From an optimization exercise on the open Yosys and OpenROAD flow, aimed at small area and a short achievable clock period; shortcuts taken in it are not production practice. Function was checked by simulation only, so behaviour that the tests miss may differ from the original. No activity file was given, so power comes from the tool's default toggle rates.

==> flow/design.v (excerpt) <==
module two_class_tx_queue (
  input  wire logic        clk,
  input  wire logic        rst_n,
  input  wire logic        in_tvalid,
  output logic             in_tready,
  input  wire logic [23:0] in_tdata,    
  input  wire logic [2:0]  in_tuser,    
  output logic             out_tvalid,
  input  wire logic        out_tready,
  output logic [31:0]      out_tdata,   
  output logic [3:0]       out_tuser    
);
==> flow/config.mk <==
export PLATFORM = sky130hd
export DESIGN_NAME = two_class_tx_queue
export DESIGN_NICKNAME = two_class_tx_queue
export VERILOG_FILES = /design/flow/design.v
export SDC_FILE = /design/flow/constraint.sdc
export NUM_CORES = 4
export LEC_CHECK = 0
export ABC_CLOCK_PERIOD_IN_PS = 2000
export CAP_MARGIN = 20
export CORE_MARGIN = 2
export CORE_UTILIZATION = 70
export CTS_CLUSTER_DIAMETER = 80
export CTS_CLUSTER_SIZE = 30
export SETUP_SLACK_MARGIN = 1.7
export SLEW_MARGIN = 20
export TNS_END_PERCENT = 100
==> flow/constraint.sdc <==
create_clock -name core_clock -period 4.0 [get_ports {clk}]
set_input_delay 0.8000 -clock core_clock [delete_from_list [all_inputs] [get_ports {clk}]]
set_output_delay 0.8000 -clock core_clock [all_outputs]
set_load 0.01 [all_outputs]
standard.sh (not shown) runs the stock make flow with config.mk's settings and CLKGATE_MAP_FILE= SYNTH_SCRIPT=/design/flow/synth_recipe.tcl, a recipe that flattens the netlist after the stock synthesis.
==> flow/flow/run.sh <==
#!/bin/bash
# The standard layout (standard.sh), with the port buffers made from
# buf_4 cells instead of the cell buffer_ports picks by default.
# make's output goes to standard.log; ORFS keeps each step's log in orfs/logs.
export BUFFER_PORTS_ARGS="-buffer_cell sky130_fd_sc_hd__buf_4"
bash standard.sh > standard.log 2>&1
Then changed:
--- a/flow/design.v
+++ b/flow/design.v
@@ -86,25 +86,22 @@
   logic [7:0]  thi_oh, tlo_oh;    
   logic [6:0]  cnt_r;
   logic        empty_r;
   logic [6:0]  depth_r, depth_p1_r, depth_m1_r;    
   logic [15:0] pend_r;
   logic        rdeq_r, rreq_r;
-  logic [7:0]  rqh_r, wthi_r;
-  logic [7:0]  hhi_oh, hlo_oh;    
+  logic [63:0] we_r;
   logic        pany_r, ipend_r;
   logic full;
   assign full = cnt_r[6];
   logic pend_any;
   assign pend_any = pany_r;
   logic idx_pend;
   assign idx_pend = ipend_r;
   logic [63:0] ring_we;
-  for (genvar i = 0; i < 64; i++) begin : g_we
-    assign ring_we[i] = (rqh_r[i / 8] & hlo_oh[i % 8]) | (wthi_r[i / 8] & tlo_oh[i % 8]);
-  end
+  assign ring_we = we_r;
   logic [19:0] ring_rd_lo, ring_rd_hi;
   tcq_ring_mem u_ring (
     .clk     (clk),
     .we      (ring_we),
     .wr_data ({s1_slot, s1_tag}),
     .rd_sel  (head_oh),
@@ -141,26 +138,30 @@
   assign inc      = ring_inc | (f_enq_slot & ~idx_pend);
   logic [2:0] status;
   assign status[0] = (f_enq_slot & idx_pend) | any_deq | (f_req & full);
   assign status[1] = (f_enq_ring & full) | any_deq;
   assign status[2] = (f_deq & empty_r & ~pend_any) | (f_req & full) | f_nop;
   logic [6:0] cnt_nxt;
-  logic       empty_nxt;
+  logic       empty_nxt, full_nxt;    
   always_comb begin
     cnt_nxt   = cnt_r;
     empty_nxt = empty_r;
+    full_nxt  = full;
     if (!rst_n) begin
       cnt_nxt   = '0;
       empty_nxt = 1'b1;
+      full_nxt  = 1'b0;
     end else if (fire) begin
       if (ring_inc) begin
         cnt_nxt   = cnt_r + 7'd1;
         empty_nxt = 1'b0;
+        full_nxt  = (cnt_r == 7'd63);
       end else if (rdeq_r) begin
         cnt_nxt   = cnt_r - 7'd1;
         empty_nxt = (cnt_r == 7'd1);
+        full_nxt  = 1'b0;
       end
     end
   end
   logic [63:0] head_nxt;
   logic [7:0]  thi_nxt, tlo_nxt;
   logic [6:0]  depth_nxt, depth_p1_nxt, depth_m1_nxt;
@@ -222,48 +223,28 @@
       if (in_tready) begin
         ipend_nxt = fire ? ((p_in | (f_enq_slot & eq_in)) & ~(slot_deq & p_in & ~lower_in))
                          : p_in;
       end
     end
   end
-  logic [7:0] hhi_nxt, hlo_nxt;
-  always_comb begin
-    hhi_nxt = hhi_oh;
-    hlo_nxt = hlo_oh;
-    if (!rst_n) begin
-      hhi_nxt = 8'h80;
-      hlo_nxt = 8'h80;
-    end else if (fire) begin
-      if (rdeq_r) begin
-        hlo_nxt = {hlo_oh[6:0], hlo_oh[7]};
-        if (hlo_oh[7]) hhi_nxt = {hhi_oh[6:0], hhi_oh[7]};
-      end else if (rreq_r) begin
-        hlo_nxt = {hlo_oh[0], hlo_oh[7:1]};
-        if (hlo_oh[0]) hhi_nxt = {hhi_oh[0], hhi_oh[7:1]};
-      end
-    end
-  end
   always_ff @(posedge clk) begin
     cnt_r      <= cnt_nxt;
-    hhi_oh     <= hhi_nxt;
-    hlo_oh     <= hlo_nxt;
     empty_r    <= empty_nxt;
     head_oh    <= head_nxt;
     thi_oh     <= thi_nxt;
     tlo_oh     <= tlo_nxt;
     depth_r    <= depth_nxt;
     depth_p1_r <= depth_p1_nxt;
     depth_m1_r <= depth_m1_nxt;
     pend_r     <= pend_nxt;
     pany_r     <= pany_nxt;
     ipend_r    <= ipend_nxt;
     rdeq_r     <= f_deq_nxt & ~empty_nxt;
-    rreq_r     <= f_req_nxt & ~cnt_nxt[6];
-    for (int k = 0; k < 8; k++) begin
-      rqh_r[k]  <= f_req_nxt & ~cnt_nxt[6] & hhi_nxt[k];
-      wthi_r[k] <= ~f_req_nxt & ~cnt_nxt[6] & thi_nxt[k];
+    rreq_r     <= f_req_nxt & ~full_nxt;
+    for (int i = 0; i < 64; i++) begin
+      we_r[i] <= ~full_nxt & (f_req_nxt ? head_nxt[(i + 1) % 64] : (thi_nxt[i / 8] & tlo_nxt[i % 8]));
     end
   end
   logic [2:0]  res_status;
   logic        res_kn;
   logic [19:0] res_a, res_b;    
   logic res_clr;
Effect:
- non-clock buffer count goes up by 62
- wire length drops by 0.74%
- critical path depth goes down by 1
- first-iteration DRC count climbs by 5.2%
- cell area hardly moves
- cell count came out lower by 0.63%
- sequential power came out higher by about 2%
- synthesized cell count drops by 2.4%
- clock skew rises by 0.0064 ns


== oak ==
two_class_tx_queue with an RTL version that a note above also has.
For scale: roughly 1800 flip-flops, roughly 0.066 mm² of cells after synthesis.
Settings: LEC_CHECK=0, ABC_CLOCK_PERIOD_IN_PS=2000, CAP_MARGIN=20, CORE_MARGIN=2, CORE_UTILIZATION=70, CTS_CLUSTER_DIAMETER=80, CTS_CLUSTER_SIZE=30, SETUP_SLACK_MARGIN=1.7, SLEW_MARGIN=20, TNS_END_PERCENT=100; clock period 4.0 ns.
run.sh (not shown) runs the stock make flow with config.mk's settings and CLKGATE_MAP_FILE= SYNTH_SCRIPT=/design/flow/synth_recipe.tcl, a recipe that flattens the netlist after the stock synthesis.
Stock flow here: none of the scripts above is used.
Input-level comparison between pine and oak:
--- a/flow/design.v
+++ b/flow/design.v
@@ -84,26 +84,29 @@
   end
   logic [63:0] head_oh;
   logic [7:0]  thi_oh, tlo_oh;    
   logic [6:0]  cnt_r;
   logic        empty_r;
   logic [6:0]  depth_r, depth_p1_r, depth_m1_r;    
   logic [15:0] pend_r;
   logic        rdeq_r, rreq_r;
-  logic [63:0] we_r;
+  logic [7:0]  rqh_r, wthi_r;
+  logic [7:0]  hhi_oh, hlo_oh;    
   logic        pany_r, ipend_r;
   logic full;
   assign full = cnt_r[6];
   logic pend_any;
   assign pend_any = pany_r;
   logic idx_pend;
   assign idx_pend = ipend_r;
   logic [63:0] ring_we;
-  assign ring_we = we_r;
+  for (genvar i = 0; i < 64; i++) begin : g_we
+    assign ring_we[i] = (rqh_r[i / 8] & hlo_oh[i % 8]) | (wthi_r[i / 8] & tlo_oh[i % 8]);
+  end
   logic [19:0] ring_rd_lo, ring_rd_hi;
   tcq_ring_mem u_ring (
     .clk     (clk),
     .we      (ring_we),
     .wr_data ({s1_slot, s1_tag}),
     .rd_sel  (head_oh),
     .rd_lo   (ring_rd_lo),
     .rd_hi   (ring_rd_hi)
@@ -136,34 +139,30 @@
   assign ring_enq = f_enq_ring & ~full;
   assign ring_inc = ring_enq | rreq_r;
   assign inc      = ring_inc | (f_enq_slot & ~idx_pend);
   logic [2:0] status;
   assign status[0] = (f_enq_slot & idx_pend) | any_deq | (f_req & full);
   assign status[1] = (f_enq_ring & full) | any_deq;
   assign status[2] = (f_deq & empty_r & ~pend_any) | (f_req & full) | f_nop;
   logic [6:0] cnt_nxt;
-  logic       empty_nxt, full_nxt;    
+  logic       empty_nxt;
   always_comb begin
     cnt_nxt   = cnt_r;
     empty_nxt = empty_r;
-    full_nxt  = full;
     if (!rst_n) begin
       cnt_nxt   = '0;
       empty_nxt = 1'b1;
-      full_nxt  = 1'b0;
     end else if (fire) begin
       if (ring_inc) begin
         cnt_nxt   = cnt_r + 7'd1;
         empty_nxt = 1'b0;
-        full_nxt  = (cnt_r == 7'd63);
       end else if (rdeq_r) begin
         cnt_nxt   = cnt_r - 7'd1;
         empty_nxt = (cnt_r == 7'd1);
-        full_nxt  = 1'b0;
       end
     end
   end
   logic [63:0] head_nxt;
   logic [7:0]  thi_nxt, tlo_nxt;
   logic [6:0]  depth_nxt, depth_p1_nxt, depth_m1_nxt;
   logic [15:0] pend_nxt;
   logic        pany_nxt, ipend_nxt;
@@ -221,32 +220,52 @@
         pany_nxt = f_enq_slot | (slot_deq ? multi : pany_r);
       end
       if (in_tready) begin
         ipend_nxt = fire ? ((p_in | (f_enq_slot & eq_in)) & ~(slot_deq & p_in & ~lower_in))
                          : p_in;
       end
     end
   end
+  logic [7:0] hhi_nxt, hlo_nxt;
+  always_comb begin
+    hhi_nxt = hhi_oh;
+    hlo_nxt = hlo_oh;
+    if (!rst_n) begin
+      hhi_nxt = 8'h80;
+      hlo_nxt = 8'h80;
+    end else if (fire) begin
+      if (rdeq_r) begin
+        hlo_nxt = {hlo_oh[6:0], hlo_oh[7]};
+        if (hlo_oh[7]) hhi_nxt = {hhi_oh[6:0], hhi_oh[7]};
+      end else if (rreq_r) begin
+        hlo_nxt = {hlo_oh[0], hlo_oh[7:1]};
+        if (hlo_oh[0]) hhi_nxt = {hhi_oh[0], hhi_oh[7:1]};
+      end
+    end
+  end
   always_ff @(posedge clk) begin
     cnt_r      <= cnt_nxt;
+    hhi_oh     <= hhi_nxt;
+    hlo_oh     <= hlo_nxt;
     empty_r    <= empty_nxt;
     head_oh    <= head_nxt;
     thi_oh     <= thi_nxt;
     tlo_oh     <= tlo_nxt;
     depth_r    <= depth_nxt;
     depth_p1_r <= depth_p1_nxt;
     depth_m1_r <= depth_m1_nxt;
     pend_r     <= pend_nxt;
     pany_r     <= pany_nxt;
     ipend_r    <= ipend_nxt;
     rdeq_r     <= f_deq_nxt & ~empty_nxt;
-    rreq_r     <= f_req_nxt & ~full_nxt;
-    for (int i = 0; i < 64; i++) begin
-      we_r[i] <= ~full_nxt & (f_req_nxt ? head_nxt[(i + 1) % 64] : (thi_nxt[i / 8] & tlo_nxt[i % 8]));
+    rreq_r     <= f_req_nxt & ~cnt_nxt[6];
+    for (int k = 0; k < 8; k++) begin
+      rqh_r[k]  <= f_req_nxt & ~cnt_nxt[6] & hhi_nxt[k];
+      wthi_r[k] <= ~f_req_nxt & ~cnt_nxt[6] & thi_nxt[k];
     end
   end
   logic [2:0]  res_status;
   logic        res_kn;
   logic [19:0] res_a, res_b;    
   logic res_clr;
   assign res_clr = ~rst_n | (~s1_valid_r & ~hold);
   always_ff @(posedge clk) begin
Findings:
Delta (pine minus oak): via count shows no meaningful change, synthesized cell count shows an increase of 103, share of total power in the clock network shows an increase of 0.2 points, worst hold slack across all endpoints shows a reduction of 31 ps, placed cell count shows an increase of 54.
First-pass GRT wire length on pine is down relative to oak.
Lower overall power after layout goes to pine over oak.
pine vs oak on number of antenna violations at the first check in global routing: pine is the higher one.
Part of the Yosys area used for sequential elements: pine < oak
Clock buffer count shrinks slightly when moving from oak to pine.

-- separate check: timing with driven ports --
In the flow no input, the clock included, has a driving cell. The finished layouts below were timed again as built, in two steps. Step 1: set_driving_cell puts a clkbuf_16 on clk and a buf_2 on each other input, an assumption about the parent block. Step 2, shift: input delay + t, output delay - t, t = (earliest + latest rising clock arrival at the registers) / 2. This alone moves slack from input paths to output paths. Slacks: ideal ports / drivers / drivers and shift; pairs: ideal ports / drivers.
| run | shift t [ns] | slack for setup (ns) | hold slack, ns | worst setup path after step 2 |
|---|---|---|---|---|
| the first run of note 1 | 0.768 | 1.652 / 1.644 / 1.257 | 0.268 / 0.219 / 0.478 | input to register |
| the second run of note 1 | 0.770 | 1.673 / 1.597 / 1.067 | 0.260 / 0.214 / 0.490 | input to register |
| oak | 0.758 | 1.582 / 1.514 / 1.065 | 0.499 / 0.453 / 0.503 | input to register |
| pine | 0.762 | 1.689 / 1.650 / 1.062 | 0.468 / 0.468 / 0.468 | input to register |
After both steps every run listed still meets setup and hold. The setup slack of pine, which loses most, moves by -0.039 ns with the drivers and by -0.627 ns with both steps.
